Source: an optimization exercise on an open RTL-to-GDS flow (aim: small area). Production flows keep margins and buffers that such runs may drop. Function was checked by simulation only, so behaviour that the tests miss may differ from the original. No activity file was given, so power comes from the tool's default toggle rates.

$ cat design.v
module axi4_lite_regfile_slave #(
  parameter int ADDRESS    = 32,
  parameter int DATA_WIDTH = 32,
  parameter int NUM_REGS   = 32
) (
  input  logic                    ACLK,
  input  logic                    ARESETN,
  input  logic [ADDRESS-1:0]      S_AWADDR,
  input  logic                    S_AWVALID,
  output logic                    S_AWREADY,
  input  logic [DATA_WIDTH-1:0]   S_WDATA,
  input  logic [DATA_WIDTH/8-1:0] S_WSTRB,
  input  logic                    S_WVALID,
  output logic                    S_WREADY,
  output logic [1:0]              S_BRESP,
  output logic                    S_BVALID,
  input  logic                    S_BREADY,
  input  logic [ADDRESS-1:0]      S_ARADDR,
  input  logic                    S_ARVALID,
  output logic                    S_ARREADY,
  output logic [DATA_WIDTH-1:0]   S_RDATA,
  output logic [1:0]              S_RRESP,
  output logic                    S_RVALID,
  input  logic                    S_RREADY
);
  localparam int SW    = DATA_WIDTH / 8;
  localparam int OFS   = $clog2(SW);
  localparam int IDX_W = (NUM_REGS > 1) ? $clog2(NUM_REGS) : 1;
  localparam logic [ADDRESS-1:0] NREGS_A = ADDRESS'(NUM_REGS);
  logic st_wa, st_wr, st_rr;           
  logic aw_held, w_held, last_wr;
  logic idle;
  logic                  ok_q;         
  logic [DATA_WIDTH-1:0] wd_q;
  logic [SW-1:0]         ws_q;
  logic wr_req, grant_wr, grant_rd, aw_hs, w_hs, do_wr;
  logic [ADDRESS-1:0] aw_word, ar_word;
  logic aw_ok, ar_ok;
  assign idle     = ~st_wa & ~st_wr & ~st_rr;
  assign wr_req   = S_AWVALID | S_WVALID;
  assign grant_wr = wr_req & (~S_ARVALID | ~last_wr);
  assign grant_rd = S_ARVALID & ~grant_wr;
  assign aw_hs    = st_wa & ~aw_held & S_AWVALID;
  assign w_hs     = st_wa & ~w_held & S_WVALID;
  assign do_wr    = st_wa & (aw_held | S_AWVALID) & (w_held | S_WVALID);
  assign aw_word = S_AWADDR >> OFS;
  assign ar_word = S_ARADDR >> OFS;
  assign aw_ok   = aw_word < NREGS_A;
  assign ar_ok   = ar_word < NREGS_A;
  always_ff @(posedge ACLK or negedge ARESETN) begin
    if (!ARESETN) begin
      st_wa   <= 1'b0;
      st_wr   <= 1'b0;
      st_rr   <= 1'b0;
      aw_held <= 1'b0;
      w_held  <= 1'b0;
      last_wr <= 1'b0;
    end else begin
      if (idle) begin
        if (grant_wr) begin
          st_wa   <= 1'b1;
          last_wr <= 1'b1;
        end else if (grant_rd) begin
          st_rr   <= 1'b1;
          last_wr <= 1'b0;
        end
      end
      if (st_wa) begin
        if (do_wr) begin
          st_wa   <= 1'b0;
          st_wr   <= 1'b1;
          aw_held <= 1'b0;
          w_held  <= 1'b0;
        end else begin
          if (aw_hs) aw_held <= 1'b1;
          if (w_hs)  w_held  <= 1'b1;
        end
      end
      if (st_wr && S_BREADY) st_wr <= 1'b0;
      if (st_rr && S_RREADY) st_rr <= 1'b0;
    end
  end
  always_ff @(posedge ACLK) begin
    if (idle) begin
      ok_q  <= ar_ok;
    end else if (st_wa && !aw_held) begin
      ok_q  <= aw_ok;
    end
    if (st_wa && !w_held) begin
      wd_q <= S_WDATA;
      ws_q <= S_WSTRB;
    end
  end
  localparam int LO_W = 2;
  localparam int HI_W = IDX_W - LO_W;
  logic [IDX_W-1:0]      rot, ld_idx, ld_pos;
  logic [2**LO_W-1:0]    pa_q;
  logic [2**HI_W-1:0]    pb_q;
  logic [NUM_REGS-1:0]   dec;
  logic                  ld, ld_ok, prev_wr, window;
  always_ff @(posedge ACLK) rot <= rot + 1'b1;
  assign ld     = idle | (st_wa & ~aw_held);
  assign ld_idx = idle ? ar_word[IDX_W-1:0] : aw_word[IDX_W-1:0];
  assign ld_ok  = idle ? ar_ok : aw_ok;
  assign ld_pos = ld_idx + rot + 1'b1;
  always_ff @(posedge ACLK) begin
    if (ld) begin
      for (int i = 0; i < 2**LO_W; i++) pa_q[i] <= (ld_pos[LO_W-1:0] == LO_W'(i));
      for (int i = 0; i < 2**HI_W; i++) pb_q[i] <= (ld_pos[IDX_W-1:LO_W] == HI_W'(i)) & ld_ok;
    end else begin
      pa_q <= {pa_q[2**LO_W-2:0], pa_q[2**LO_W-1]};
      if (pa_q[2**LO_W-1]) pb_q <= {pb_q[2**HI_W-2:0], pb_q[2**HI_W-1]};
    end
  end
  always_comb
    for (int p = 0; p < NUM_REGS; p++) dec[p] = pa_q[p % 2**LO_W] & pb_q[p / 2**LO_W];
  always_ff @(posedge ACLK or negedge ARESETN)
    if (!ARESETN) prev_wr <= 1'b0;
    else          prev_wr <= st_wr;
  assign window = st_wr | prev_wr;
  logic clr1_n, clr2_n, clear;
  always_ff @(posedge ACLK or negedge ARESETN)
    if (!ARESETN) begin
      clr1_n <= 1'b0;
      clr2_n <= 1'b0;
    end else begin
      clr1_n <= 1'b1;
      clr2_n <= clr1_n;
    end
  assign clear = ~clr1_n | ~clr2_n;
  function automatic logic pol_of(input int p);
    pol_of = (((p + 1) / 2) % 2) == 1;
  endfunction
  logic [NUM_REGS-1:0][DATA_WIDTH-1:0] ring;
  logic [DATA_WIDTH-1:0]               col_d, col_dn;    
  logic [SW-1:0]                       ws_x;
  logic [NUM_REGS-1:0]                 sel, sel_n;
  assign col_d  = clear ? '0 : wd_q;
  assign col_dn = ~col_d;
  assign ws_x   = clear ? '1 : ws_q;
  assign sel    = dec;
  assign sel_n  = ~dec;
  genvar b, p;
  generate
    for (p = 0; p < NUM_REGS; p++) begin : g_pos
      localparam int PP = (p + NUM_REGS - 1) % NUM_REGS;
      localparam logic POL = pol_of(p);
      if (p % 2 == 1) begin : g_ins
        logic ins;
        logic [SW-1:0] lane, lane_n;
        logic [DATA_WIDTH-1:0] d;
        assign ins    = (window & dec[PP]) | clear;
        assign lane   = {SW{ins}} & ws_x;
        assign lane_n = ~lane;
        for (b = 0; b < DATA_WIDTH; b++) begin : g_bit
          axil_ring_ins u_ins (
            .prev(ring[PP][b]), .lane(lane[b/8]), .lane_n(lane_n[b/8]),
            .xn(POL ? col_d[b] : col_dn[b]), .d(d[b])
          );
        end
        always_ff @(posedge ACLK) ring[p] <= d;
      end else begin : g_pass
        always_ff @(posedge ACLK) ring[p] <= ring[PP];
      end
    end
    for (b = 0; b < DATA_WIDTH; b++) begin : g_rd
      logic [NUM_REGS/2-1:0] tq, ts;    
      logic [NUM_REGS/2-1:0] iq, is_n;  
      logic [5:0]            t_n;       
      logic [7:0]            i_h;       
      logic [1:0]            t_h;
      logic [1:0]            o_h;
      for (p = 0; p < NUM_REGS / 4; p++) begin : g_grp
        assign tq[2*p]     = ring[4*p][b];
        assign tq[2*p+1]   = ring[4*p+3][b];
        assign ts[2*p]     = sel[4*p];
        assign ts[2*p+1]   = sel[4*p+3];
        assign iq[2*p]     = ring[4*p+1][b];
        assign iq[2*p+1]   = ring[4*p+2][b];
        assign is_n[2*p]   = sel_n[4*p+1];
        assign is_n[2*p+1] = sel_n[4*p+2];
      end
      for (p = 0; p < 5; p++) begin : g_t3
        axil_aoi222 u (
          .a1(ts[3*p]), .a2(tq[3*p]), .b1(ts[3*p+1]), .b2(tq[3*p+1]),
          .c1(ts[3*p+2]), .c2(tq[3*p+2]), .y(t_n[p])
        );
      end
      axil_nand2 u_t1 (.a(ts[15]), .b(tq[15]), .y(t_n[5]));
      for (p = 0; p < 8; p++) begin : g_i2
        axil_oai22 u (
          .a1(is_n[2*p]), .a2(iq[2*p]), .b1(is_n[2*p+1]), .b2(iq[2*p+1]), .y(i_h[p])
        );
      end
      axil_nand3 u_j0 (.a(t_n[0]), .b(t_n[1]), .c(t_n[2]), .y(t_h[0]));
      axil_nand3 u_j1 (.a(t_n[3]), .b(t_n[4]), .c(t_n[5]), .y(t_h[1]));
      axil_or4   u_j2 (.a(i_h[0]), .b(i_h[1]), .c(i_h[2]), .d(i_h[3]), .y(o_h[0]));
      axil_or4   u_j3 (.a(i_h[4]), .b(i_h[5]), .c(i_h[6]), .d(i_h[7]), .y(o_h[1]));
      axil_or4   u_j4 (.a(o_h[0]), .b(o_h[1]), .c(t_h[0]), .d(t_h[1]), .y(S_RDATA[b]));
    end
  endgenerate
  assign S_AWREADY = st_wa & ~aw_held;
  assign S_WREADY  = st_wa & ~w_held;
  assign S_ARREADY = idle & grant_rd;
  assign S_BVALID  = st_wr;
  assign S_BRESP   = {~ok_q, 1'b0};
  assign S_RVALID  = st_rr;
  assign S_RRESP   = {~ok_q, 1'b0};
endmodule
module axil_ring_ins (
  input  logic prev,
  input  logic lane,
  input  logic lane_n,
  input  logic xn,
  output logic d
);
  assign d = ~((lane_n | xn) & (lane | prev));
endmodule
module axil_aoi222 (
  input  logic a1, a2, b1, b2, c1, c2,
  output logic y
);
  assign y = ~((a1 & a2) | (b1 & b2) | (c1 & c2));
endmodule
module axil_oai22 (
  input  logic a1, a2, b1, b2,
  output logic y
);
  assign y = ~((a1 | a2) & (b1 | b2));
endmodule
module axil_nand2 (
  input  logic a, b,
  output logic y
);
  assign y = ~(a & b);
endmodule
module axil_nand3 (
  input  logic a, b, c,
  output logic y
);
  assign y = ~(a & b & c);
endmodule
module axil_or4 (
  input  logic a, b, c, d,
  output logic y
);
  assign y = a | b | c | d;
endmodule
$ cat flow/run.sh
#!/bin/bash
# Standard ORFS layout with two changes: port buffers use buf_1 instead of the default
# delay-buffer cell, and CTS uses clkbuf_8 with larger sink clusters and no dummy loads.
set -euo pipefail
export BUFFER_PORTS_ARGS="-buffer_cell sky130_fd_sc_hd__buf_1"
export CTS_ARGS="-sink_clustering_enable -repair_clock_nets -dont_use_dummy_load -sink_clustering_size 18 -sink_clustering_max_diameter 60 -buf_list sky130_fd_sc_hd__clkbuf_8"
bash standard.sh finish > make.log 2>&1
$ cat standard.sh
#!/bin/bash
# synth_recipe.tcl (not shown) runs the flow's synth.tcl, then flattens the netlist and writes it again
# the make line also repeats each setting of config.mk as NAME=value (left out here)
make -C /OpenROAD-flow-scripts/flow DESIGN_CONFIG=/design/flow/config.mk WORK_HOME=/design/flow/orfs CLKGATE_MAP_FILE= SYNTH_SCRIPT=/design/flow/synth_recipe.tcl "${@:-finish}"
$ cat config.mk
export PLATFORM = sky130hd
export DESIGN_NAME = axi4_lite_regfile_slave
export DESIGN_NICKNAME = axi4_lite_regfile_slave
export VERILOG_FILES = /design/flow/design.v
export SDC_FILE = /design/flow/constraint.sdc
export NUM_CORES = 4
export LEC_CHECK = 0
export CAP_MARGIN = 20
export CORE_MARGIN = 2
export CORE_UTILIZATION = 75
export SLEW_MARGIN = 20
export SYNTH_HIERARCHICAL = 1
$ cat constraint.sdc
create_clock -name core_clock -period 5.0 [get_ports {ACLK}]
set_input_delay 1.0000 -clock core_clock [delete_from_list [all_inputs] [get_ports {ACLK}]]
set_output_delay 1.0000 -clock core_clock [all_outputs]
set_load 0.01 [all_outputs]
==> results.py, run 1 <==
metrics = {
    "status": {
        "status": "finished clean",
    },
    "power_and_ir_drop": {
        "power_per_cell_area_nw_per_um2": 561,
        "irDropWorstVdd_v": 0.000581,
        "p_comb_share_pct": 23.1,
        "switching_share_pct": 34.0,
        "clkPwrFrac_pct": 19.8,
        "internal-power_mw": 12.7,
        "seq_power_share_pct": 57.1,
        "leakage_nw": 13.2,
        "p_switching_mw": 6.54,
    },
    "drt": {
        "drc_errors": 0,
        "num_vias": 26800,
        "wl_mm": 109,
        "first_iter_violations": 5174,
        "wl_per_cell_um": 32.3,
        "antenna_left": 0,
        "via_per_inst": 7.95,
        "drtPass1Iterations": 9,
    },
    "worst_setup_path": {
        "worstPathRequired_ns": 4.00,
        "path_class": "reg2out",
        "max_stage_delay_ns": 0.85,
        "path_buf_inv": 2,
        "path_cells": "nand2_1 -> buf_12 -> o22ai_1 -> or4_1 -> or4_1 -> buf_1",
        "cp_top_family": "simple AND/OR/NAND/NOR gates",
        "cpMaxStageDelayCell": "nand2_1",
        "end_kind": "primary output",
        "startpoint_type": "register",
        "crit_fanout": 16,
        "cpMostUsedCell": "or4_1",
        "arrival_ns": 3.91,
    },
    "logic_synthesis": {
        "synth_cells": 2597,
        "yosys.area.top_type": "dfxtp_1",
        "avgSynthCellArea_um2": 12.2,
        "ys_types": 41,
        "synthesis.area_um2": 31800,
        "ys_seq_elements": 1087,
        "yosys_warnings": 7,
        "yosys-top-cells-count": "1033 x dfxtp_1, 769 x o22ai_1, 160 x a222oi_1",
        "synth_area_leaders": "dfxtp_1 65%, o22ai_1 15%, a222oi_1 5.0%",
        "synth_flop_cell": "dfxtp_1",
        "synthArstFlopShare_pct": 0.828,
        "yosysSeqAreaShare_pct": 70.0,
        "synth_edf_count": 45,
        "synth_most_common_cell": "dfxtp_1",
        "netlist.area_leader.share_pct": 65.1,
    },
    "cts": {
        "cts_tree": "yes",
        "cts_buffers": 70,
        "cts-root-buf": "clkbuf_8",
        "cts_buffer_depth": 3,
        "ctsResizeCount": 0,
        "htreeDepth": 3,
        "cts.sinks": 1087,
        "hold_buffers": 0,
        "clkSlewWorstSetupHoldPaths_ns": 0.11,
        "cts_setup_buffers": 0,
        "clkLatencyLatePin_ns": 0.69,
    },
    "global_route": {
        "grt_max_degree": 65,
        "grt_pass1_vias": 26400,
        "grt_first_pass_wirelength_mm": 157,
        "grt_usage_pct": 48.0,
        "globalRouteOverflowTotal": 0,
        "antenna_found_initial": 2,
    },
    "floorplanning": {
        "core_um2": 41900,
        "die_h_um": 210,
        "die_area_um2": 44000,
        "initial_utilization_pct": 76.0,
        "ios": 148,
        "num_rows": 75,
        "die_x_um": 210,
    },
    "timing": {
        "worst_pin_slew_ns": 1.27,
        "finalMaxSlewViolations": 0,
        "rsz0062_at_grt": "no",
        "finalHoldViolCount": 0,
        "final.setup.tns_ns": 0,
        "period_share_pct": 98.1,
        "setup_viol": 0,
        "fmax_mhz": 204,
        "slew_headroom_pct": 15.4,
        "min_period_ns": 4.91,
        "finalClockSkew_ns": 0.0526,
    },
    "cells_and_area": {
        "synthToLayoutAreaGrowth_pct": 7.85,
        "nets": 2946,
        "fin_area_um2": 34300,
        "drive_gt1_share_pct": 4.67,
    },
    "placed_design": {
        "placed_area_um2": 33300,
        "gp_congestion": 1.00,
        "io_buffers": 141,
        "post-dp-hpwl_mm": 68.7,
    },
    "job": {
        "cap_violations": 0,
    },
    "worst_hold_path": {
        "min_path_type": "in2async",
    },
}
[flip-flops by register name, summed over array words and instances, names as in the netlist]
register,count
st_wr,1
ok_q,1
aw_held,1
pb_q,8
st_rr,1
last_wr,1
prev_wr,1
ring,1024
clr1_n,1
st_wa,1
w_held,1
ws_q,4
wd_q,32
rot,5
pa_q,4
clr2_n,1
[final cells by class]
type | instances | area [um2]
sequential | 1087 | 22300
multi-input combinational | 1373 | 9020
fill | 2476 | 7570
timing repair buffer | 195 | 972
clock buffer | 70 | 963
tap | 539 | 674
inverter | 104 | 390
antenna | 2 | 5.00
[per-stage QoR]
step | instances | power, mW | setup WS (ns) | hold slack, ns | util [%]
after floorplan | 2598 | 13.1 | 1.63 | 0.330 | -
after global placement | 3298 | 15.0 | 1.02 | 0.332 | 79.6
after detailed placement | 3298 | 15.2 | 0.982 | 0.336 | 79.6
after CTS | 3368 | 18.8 | 0.240 | 0.279 | 81.9
after global routing | 3368 | 19.6 | 0.136 | 0.315 | 81.9
final | 3370 | 19.2 | 0.0926 | 0.282 | 81.9
[modules after synthesis, one instance, submodules excluded]
module                   area (um2)  flip-flops and latches  copies in the design  cells
axi4_lite_regfile_slave       24200                    1087                     1   1477
axil_aoi222                    10.0                       0                   160      1
axil_nand2                     3.75                       0                    32      1
axil_nand3                     5.00                       0                    64      1
axil_oai22                     6.26                       0                   256      1
axil_or4                       7.51                       0                    96      1
axil_ring_ins                  6.26                       0                   512      1
[placed cells by master (no fill, tap or decap), types with 2 or more instances in the layout]
cell / netlist / routed
and2_1: 25 / 24
inv_1: 104 / 104
a21oi_2: 0 / 2
o31ai_1: 9 / 9
mux2i_1: 2 / 2
xnor2_1: 3 / 3
nand2_1: 104 / 103
clkbuf_8: 0 / 70
or3_1: 3 / 3
conb_1: 2 / 3
buf_4: 3 / 51
dfxtp_1: 1033 / 1033
buf_12: 0 / 3
o21ai_0: 7 / 7
nand4_1: 4 / 4
dfrtp_1: 9 / 9
ha_1: 7 / 7
diode_2: 0 / 2
or4_1: 96 / 96
nand2b_1: 2 / 2
edfxtp_1: 45 / 45
a222oi_1: 160 / 160
a21oi_1: 68 / 66
nor3_1: 3 / 3
o22ai_1: 769 / 769
o21a_1: 4 / 4
nor2_1: 10 / 10
nand3_1: 68 / 68
nor4_1: 10 / 10
xor2_1: 2 / 2
buf_1: 0 / 141
a21o_1: 2 / 2
[logic make-up (layout without fill, tap and decap cells)]
group | count (synthesis) | count (layout) | synth area share, %
buffers and inverters | 138 | 369 | 1.69
adders and majority gates | 8 | 8 | 0.338
other | 2 | 5 | 0.0236
muxes | 3 | 3 | 0.134
xor gates and xnor gates | 7 | 7 | 0.283
and+or+nand+nor | 330 | 330 | 5.72
AOI/OAI and AO/OA | 1022 | 1022 | 21.8
DFF | 1087 | 1087 | 70.0
[per-layer routing]
layer  up-vias  track usage [%]  wire (um)
met5         -                0         23
met2      2810             69.1      45000
met3       716             17.5      19000
met4         4             28.3       7720
li1      10800                -          -
met1     12400             62.8      37100
[power by group through the flow]
stage	clock network [mW]	registers, mW	logic [mW]
CTS	3.76	10.9	4.13
floorplan	0	10.7	2.42
global placement	0	11.0	4.02
global route	4.04	11.1	4.47
detailed placement	0	11.1	4.11
finish	3.81	11.0	4.43
[worst paths after layout]
| path | start | endpoint | slack, ns | cells after the start |
|---|---|---|---|---|
| max | pb_q[5] | S_RDATA[20] | 0.09 | 6 |
| min reg2reg | ring[245] | ring[277] | 0.32 | 0 |
| max in group asynchronous | ARESETN | clr1_n | 4.31 | 1 |
| min in group core_clock | ring[245] | ring[277] | 0.32 | 0 |
| min | ARESETN | st_rr | 0.28 | 1 |
| max reg2reg | st_wr | pb_q[3] | 1.04 | 9 |
==> run 2, diff against run 1 <==
--- a/config.mk
+++ b/config.mk
@@ -5,8 +5,8 @@
 export SDC_FILE = /design/flow/constraint.sdc
 export NUM_CORES = 4
 export LEC_CHECK = 0
-export CAP_MARGIN = 20
+export CAP_MARGIN = 0
 export CORE_MARGIN = 2
 export CORE_UTILIZATION = 75
-export SLEW_MARGIN = 20
+export SLEW_MARGIN = 0
 export SYNTH_HIERARCHICAL = 1
==> results.py, run 2 <==
metrics = {
    "timing": {
        "rsz0062_at_grt": "no",
        "finalHoldViolCount": 0,
        "final.setup.tns_ns": 0,
        "fin_hold_ws_ns": 0.292,
        "slew_headroom_pct": 15.1,
        "finalMaxSlewViolations": 0,
        "period_share_pct": 97.4,
        "finalClockSkew_ns": 0.0488,
        "fmax_mhz": 205,
        "min_period_ns": 4.87,
        "setup_viol": 0,
        "worst_pin_slew_ns": 1.27,
    },
    "logic_synthesis": {
        "yosys.area.top_type": "dfxtp_1",
        "synth_cells": 2597,
        "avgSynthCellArea_um2": 12.2,
        "yosys_warnings": 7,
        "synthArstFlopShare_pct": 0.828,
        "synthesis.area_um2": 31800,
        "yosys-top-cells-count": "1033 x dfxtp_1, 769 x o22ai_1, 160 x a222oi_1",
        "synth_edf_count": 45,
        "synth_most_common_cell": "dfxtp_1",
        "netlist.area_leader.share_pct": 65.1,
        "ys_seq_elements": 1087,
        "synth_area_leaders": "dfxtp_1 65%, o22ai_1 15%, a222oi_1 5.0%",
        "yosysSeqAreaShare_pct": 70.0,
        "ys_types": 41,
        "synth_flop_cell": "dfxtp_1",
    },
    "cells_and_area": {
        "synthToLayoutAreaGrowth_pct": 7.81,
        "nets": 2946,
        "top_regs": "ring (1024), wd_q (32), pb_q (8)",
        "layout.cells.most_common": "dfxtp_1",
        "final_cell_mix": "1033 x dfxtp_1, 769 x o22ai_1, 160 x a222oi_1",
        "largest_reg_flops": 1024,
        "fin_area_um2": 34300,
        "stdcell_count": 3369,
        "regMostFlops": "ring",
        "drive_gt1_share_pct": 4.60,
    },
    "cts": {
        "cts.sinks": 1087,
        "cts_buffers": 70,
        "htreeDepth": 3,
        "cts_buffer_depth": 3,
        "ctsResizeCount": 0,
        "hold_buffers": 0,
        "clkSlewWorstSetupHoldPaths_ns": 0.10,
        "cts_tree": "yes",
        "cts_setup_buffers": 0,
        "cts-root-buf": "clkbuf_8",
        "clkLatencyLatePin_ns": 0.69,
    },
    "global_route": {
        "globalRouteOverflowTotal": 0,
        "grt_max_degree": 65,
        "grt_usage_pct": 48.0,
        "grt_first_pass_wirelength_mm": 157,
        "grt_pass1_vias": 26400,
        "antenna_found_initial": 2,
    },
    "worst_setup_path": {
        "crit_fanout": 16,
        "crit_start": "pb_q[5]",
        "startpoint_type": "register",
        "reg2reg_from": "st_wr",
        "path_buf_inv": 2,
        "cpMostUsedCell": "or4_1",
        "end_kind": "primary output",
        "regToRegEndpoint": "pb_q[3]",
        "path_class": "reg2out",
        "reg2reg_depth": 9,
        "cp_top_family": "simple AND/OR/NAND/NOR gates",
        "r2r_slack_ns": 1.02,
        "max_stage_delay_ns": 0.85,
        "path_cells": "nand2_1 -> buf_12 -> o22ai_1 -> or4_1 -> or4_1 -> buf_1",
        "path_depth": 6,
        "worstPathRequired_ns": 4.00,
        "arrival_ns": 3.87,
        "cpMaxStageDelayCell": "nand2_1",
    },
    "power_and_ir_drop": {
        "seq_power_share_pct": 57.1,
        "switching_share_pct": 34.0,
        "p_switching_mw": 6.53,
        "power.total_mw": 19.2,
        "p_comb_share_pct": 23.1,
        "clkPwrFrac_pct": 19.8,
        "leakage_nw": 13.2,
        "power_per_cell_area_nw_per_um2": 561,
        "internal-power_mw": 12.7,
        "irDropWorstVdd_v": 0.000581,
    },
    "placed_design": {
        "post-dp-hpwl_mm": 68.7,
        "dp.cells": 3298,
        "gp_congestion": 1.00,
        "io_buffers": 141,
        "placed_area_um2": 33300,
    },
    "status": {
        "status": "finished clean",
    },
    "floorplanning": {
        "die_h_um": 210,
        "initial_utilization_pct": 76.0,
        "die_area_um2": 44000,
        "core_um2": 41900,
        "ios": 148,
        "die_x_um": 210,
        "num_rows": 75,
    },
    "drt": {
        "antenna_left": 0,
        "wl_mm": 109,
        "wl_per_cell_um": 32.2,
        "via_per_inst": 7.93,
        "drc_errors": 0,
        "num_vias": 26700,
        "first_iter_violations": 5339,
        "drtPass1Iterations": 21,
    },
    "job": {
        "cap_violations": 0,
    },
    "worst_hold_path": {
        "min_path_type": "in2async",
    },
}
==> run 2: cell counts after synthesis <==
Identical to the previous run, type by type.
==> run 2: cells by family (layout without fill, tap and decap cells) <==
group           Yosys count  after routing  synth area share [%]
other cells               2              4                0.0236
flops                  1087           1087                  70.0
fa+ha+maj                 8              8                 0.338
compound gates         1022           1022                  21.8
xor+xnor                  7              7                 0.283
buf+inv                 138            369                  1.69
mux                       3              3                 0.134
simple gates            330            330                  5.72
==> run 2: worst max path at each step <==
| stage | endpoint | slack, ns |
|---|---|---|
| 4_1_cts | S_RDATA[20] | 0.24 |
| 3_5_place_dp | S_RDATA[20] | 0.98 |
| 3_3_place_gp | S_RDATA[24] | 1.02 |
| 6_report | S_RDATA[20] | 0.13 |
| 2_1_floorplan | S_RDATA[0] | 1.63 |
| 5_1_grt | S_RDATA[20] | 0.14 |
==> run 2: power by group through the flow <==
stage / Clock, mW / Sequential (mW) / Combinational [mW]
finish: 3.80 / 11.0 / 4.44
global route: 4.04 / 11.1 / 4.47
CTS: 3.76 / 10.9 / 4.13
detailed placement: 0 / 11.1 / 4.11
global placement: 0 / 11.0 / 4.02
floorplan: 0 / 10.7 / 2.42
==> run 2: per-module statistics from Yosys (local to each module, per instance) <==
module,cells,area (um2),times used
axi4_lite_regfile_slave,1477,24200,1
axil_aoi222,1,10.0,160
axil_nand2,1,3.75,32
axil_oai22,1,6.26,256
axil_or4,1,7.51,96
axil_nand3,1,5.00,64
axil_ring_ins,1,6.26,512
==> run 2: per-stage QoR <==
stage / setup slack, ns / utilization, %
after floorplan: 1.63 / -
after global placement: 1.02 / 79.6
after detailed placement: 0.982 / 79.6
after CTS: 0.240 / 81.9
after global routing: 0.136 / 81.9
final: 0.129 / 81.9
==> run 2: final cells by class <==
type | instances | area (um2)
inverters | 104 | 390
repair buffers | 195 | 972
diodes | 1 | 2.50
well taps | 539 | 674
fillers | 2475 | 7580
clock buffers | 70 | 963
multi-input cells | 1373 | 9010
flip-flops and latches | 1087 | 22300
==> run 2: worst register-to-register path, cell delays in order, from the launching register on <==
cell and delay (ns):
dfrtp_1 0.52, or3_1 0.76, mux2i_1 0.46, ha_1 0.24, inv_1 0.06, fa_1 0.44, and3_1 0.20, a211oi_2 0.36
xor3_1 0.46, o31ai_1 0.30
==> run 2: per-layer routing <==
metal  vias up  routed length (um)  share of wire, %  GRT usage, %
li1      10900                   -                 -             -
met5         -                  23             0.021             0
met4         4                7460               6.9          28.3
met1     12500               37400                34          62.8
met3       676               18400                17          17.5
met2      2664               45300                42          69.1
==> run 3, diff against run 2 <==
==> flow/run.sh (replaced) <==
#!/bin/bash
# Standard ORFS layout with three changes: port buffers use buf_2 instead of the default
# delay-buffer cell, and CTS clusters more sinks per leaf buffer without dummy loads.
set -euo pipefail
export BUFFER_PORTS_ARGS="-buffer_cell sky130_fd_sc_hd__buf_2"
export CTS_ARGS="-sink_clustering_enable -repair_clock_nets -dont_use_dummy_load -sink_clustering_size 20 -sink_clustering_max_diameter 100"
bash standard.sh finish > make.log 2>&1
--- a/config.mk
+++ b/config.mk
@@ -5,8 +5,8 @@
 export SDC_FILE = /design/flow/constraint.sdc
 export NUM_CORES = 4
 export LEC_CHECK = 0
-export CAP_MARGIN = 0
+export CAP_MARGIN = 20
 export CORE_MARGIN = 2
-export CORE_UTILIZATION = 75
-export SLEW_MARGIN = 0
+export CORE_UTILIZATION = 40
+export SLEW_MARGIN = 20
 export SYNTH_HIERARCHICAL = 1
==> results.py, run 3 <==
metrics = {
    "status": {
        "status": "finished clean",
    },
    "logic_synthesis": {
        "yosysSeqAreaShare_pct": 70.0,
        "synthesis.area_um2": 31800,
        "avgSynthCellArea_um2": 12.2,
        "synthArstFlopShare_pct": 0.828,
        "synth_most_common_cell": "dfxtp_1",
        "ys_seq_elements": 1087,
        "synth_cells": 2597,
        "ys_types": 41,
        "synth_flop_cell": "dfxtp_1",
        "synth_area_leaders": "dfxtp_1 65%, o22ai_1 15%, a222oi_1 5.0%",
        "synth_edf_count": 45,
        "yosys.area.top_type": "dfxtp_1",
        "netlist.area_leader.share_pct": 65.1,
        "yosys_warnings": 7,
        "yosys-top-cells-count": "1033 x dfxtp_1, 769 x o22ai_1, 160 x a222oi_1",
    },
    "global_route": {
        "antenna_found_initial": 1,
        "grt_max_degree": 42,
        "globalRouteOverflowTotal": 0,
        "grt_first_pass_wirelength_mm": 169,
        "grt_usage_pct": 27.7,
        "grt_pass1_vias": 25700,
    },
    "timing": {
        "worst_slack_ns": 0.265,
        "period_share_pct": 94.7,
        "slew_headroom_pct": 13.3,
        "min_period_ns": 4.74,
        "fin_hold_ws_ns": 0.200,
        "worst_pin_slew_ns": 1.30,
        "finalClockSkew_ns": 0.0417,
        "rsz0062_at_grt": "no",
        "final.setup.tns_ns": 0,
        "setup_viol": 0,
        "fmax_mhz": 211,
        "finalMaxSlewViolations": 0,
        "finalHoldViolCount": 0,
    },
    "drt": {
        "wl_per_cell_um": 30.3,
        "route.met2.wl_mm": 50.7,
        "num_vias": 26100,
        "antenna_left": 0,
        "drc_errors": 0,
        "highest_layer": "met5",
        "first_iter_violations": 4366,
        "via_per_inst": 6.69,
        "drtPass1Iterations": 10,
        "wl_mm": 118,
        "drt-met1-wl_mm": 46.2,
        "met3_length_mm": 15.2,
    },
    "worst_setup_path": {
        "startpoint_type": "register",
        "cpMaxStageDelayCell": "edfxtp_1",
        "path_class": "reg2out",
        "worstPathRequired_ns": 4.00,
        "reg2reg_depth": 9,
        "cpMostUsedCell": "or4_1",
        "max_stage_delay_ns": 0.72,
        "path_cells": "nand2_1 -> buf_4 -> o22ai_1 -> or4_1 -> or4_1 -> buf_2",
        "crit_fanout": 13,
        "arrival_ns": 3.74,
        "crit_start": "pb_q[0]",
        "r2r_slack_ns": 1.46,
        "reg2reg_from": "st_wr",
        "critPathCapture": "S_RDATA[13]",
        "regToRegEndpoint": "pb_q[7]",
        "end_kind": "primary output",
    },
    "cells_and_area": {
        "nFillCells": 7227,
        "regMostFlops": "ring",
        "final_cell_mix": "1033 x dfxtp_1, 769 x o22ai_1, 160 x a222oi_1",
        "layout.cells.most_common": "dfxtp_1",
        "antenna_cells": 0,
        "top_regs": "ring (1024), wd_q (32), pb_q (8)",
        "nets": 2968,
        "drive_gt1_share_pct": 11.0,
        "largest_reg_flops": 1024,
        "synthToLayoutAreaGrowth_pct": 13.0,
        "stdcell_count": 3901,
    },
    "placed_design": {
        "gp_congestion": 0.885,
        "post-place-ws_ns": 1.03,
        "io_buffers": 141,
        "dp.cells": 3841,
        "post-dp-hpwl_mm": 72.9,
    },
    "cts": {
        "cts_tree": "yes",
        "clkSlewWorstSetupHoldPaths_ns": 0.09,
        "ctsResizeCount": 0,
        "cts_setup_buffers": 0,
        "hold_buffers": 0,
        "htreeDepth": 2,
        "cts.sinks": 1087,
        "cts_buffer_depth": 3,
        "cts_buffers": 60,
        "cts-root-buf": "clkbuf_16",
        "clkLatencyLatePin_ns": 0.65,
    },
    "floorplanning": {
        "initial_utilization_pct": 40.3,
        "num_rows": 103,
        "ios": 148,
        "die_area_um2": 81700,
        "core_um2": 78900,
        "die_x_um": 286,
        "die_h_um": 286,
    },
    "power_and_ir_drop": {
        "clkPwrFrac_pct": 23.5,
        "leakage_nw": 14.0,
        "irDropWorstVdd_v": 0.000529,
        "power_per_cell_area_nw_per_um2": 571,
        "switching_share_pct": 33.4,
        "p_switching_mw": 6.85,
        "seq_power_share_pct": 53.5,
        "p_comb_share_pct": 23.0,
        "internal-power_mw": 13.7,
    },
    "worst_hold_path": {
        "min_path_type": "in2async",
    },
    "job": {
        "cap_violations": 0,
    },
}
run 3: changes by cell type in the layout (fill, tap and decap cells not counted), moves of 16 or more:
cell / delta
buf_1: -141
buf_2: +141
buf_4: +30
clkbuf_16: +60
clkbuf_8: -70
and2_1: -16
run 3: power by group through the flow:
stage               clock [mW]  combinational [mW]  sequential, mW
floorplan                    0                2.42            10.7
detailed placement           0                4.55            11.1
CTS                       4.86                4.57            10.9
global route              5.18                4.85            11.1
finish                    4.82                4.72            11.0
global placement             0                4.52            11.1
run 3: routing by layer:
layer,track usage (%),vias to the layer above
met5,0.233,-
met1,37.8,12700
met4,13.0,2
li1,-,10900
met2,42.1,2088
met3,5.67,442
run 3: how the worst min path moves through the flow:
stage | start | to | slack [ns] | cells after the start
detailed placement | ring[547] | ring[579] | 0.34 | 0
finish | ARESETN | clr2_n | 0.20 | 1
floorplan | ring[224] | ring[256] | 0.33 | 0
global placement | ring[738] | ring[770] | 0.33 | 0
CTS | ARESETN | clr2_n | 0.18 | 1
global route | ARESETN | clr2_n | 0.20 | 1
run 3: through the flow:
| step | utilization, % | power (mW) | area, um2 |
|---|---|---|---|
| floorplan | - | 13.1 | 31800 |
| global placement | 43.6 | 15.6 | 34400 |
| detailed placement | 43.6 | 15.7 | 34400 |
| CTS | 45.5 | 20.4 | 35900 |
| global route | 45.5 | 21.1 | 35900 |
| finish | 45.5 | 20.5 | 35900 |
run 3: critical path, delay by kind of cell (launching register included):
family / cells / cell delay [ns]
AND/OR/NAND/NOR: 3 / 1.74
flip-flops: 1 / 0.72
buffers and inverters: 2 / 0.52
AO/OA/AOI/OAI: 1 / 0.09
run 3: cell families after synthesis:
| logic type | after synthesis | share of synthesized area (%) |
|---|---|---|
| buffers and inverters | 138 | 1.69 |
| xor gates and xnor gates | 7 | 0.283 |
| AOI/OAI and AO/OA | 1022 | 21.8 |
| adders and majority gates | 8 | 0.338 |
| muxes | 3 | 0.134 |
| and+or+nand+nor | 330 | 5.72 |
| DFF | 1087 | 70.0 |
| other | 2 | 0.0236 |
run 3: Yosys stat by module, one instance, submodules excluded:
module | times used | cell area [um2] | cells inside | flip-flops and latches
axil_nand2 | 32 | 3.75 | 1 | 0
axil_aoi222 | 160 | 10.0 | 1 | 0
axil_ring_ins | 512 | 6.26 | 1 | 0
axil_nand3 | 64 | 5.00 | 1 | 0
axil_oai22 | 256 | 6.26 | 1 | 0
axil_or4 | 96 | 7.51 | 1 | 0
axi4_lite_regfile_slave | 1 | 24200 | 1477 | 1087
run 3: area by class of cell:
cell class | instances | area [um2] | area share (%)
sequential | 1087 | 22300 | 62.0
multi-input combinational | 1373 | 9050 | 25.2
inverter | 104 | 390 | 1.09
timing repair buffer | 227 | 1410 | 3.94
tap | 1050 | 1310 | 3.66
clock buffer | 60 | 1500 | 4.18

-- afterwards: timing with drivers on the ports --
No port has a modelled driver above. Below, the same layouts with a new extraction and two added sets of constraints. Step 1 assumes that a clkbuf_16 drives the clock port and a buf_2 every other input. Step 2 adds t to the input delays and takes it off the output delays; t is the mean of the earliest and latest rising clock arrival at the registers after step 1. Input paths then give back, and output paths get back, about the clock's delay inside the block. Slacks: ideal ports / drivers / drivers and shift; pairs: ideal ports / drivers.
run | t, ns | slack for setup (ns) | worst hold slack (ns) | worst setup path at the end | pins driven straight from the clock port
run 1 | 0.722 | 0.093 / 0.037 / 0.759 | 0.282 / 0.248 / 0.318 | register to output | 1
run 2 | 0.723 | 0.129 / 0.073 / 0.796 | 0.292 / 0.259 / 0.323 | register to output | 1
run 3 | 0.701 | 0.265 / 0.196 / 0.897 | 0.200 / 0.155 / 0.316 | register to output | 1
After both steps every run listed still meets setup and hold.
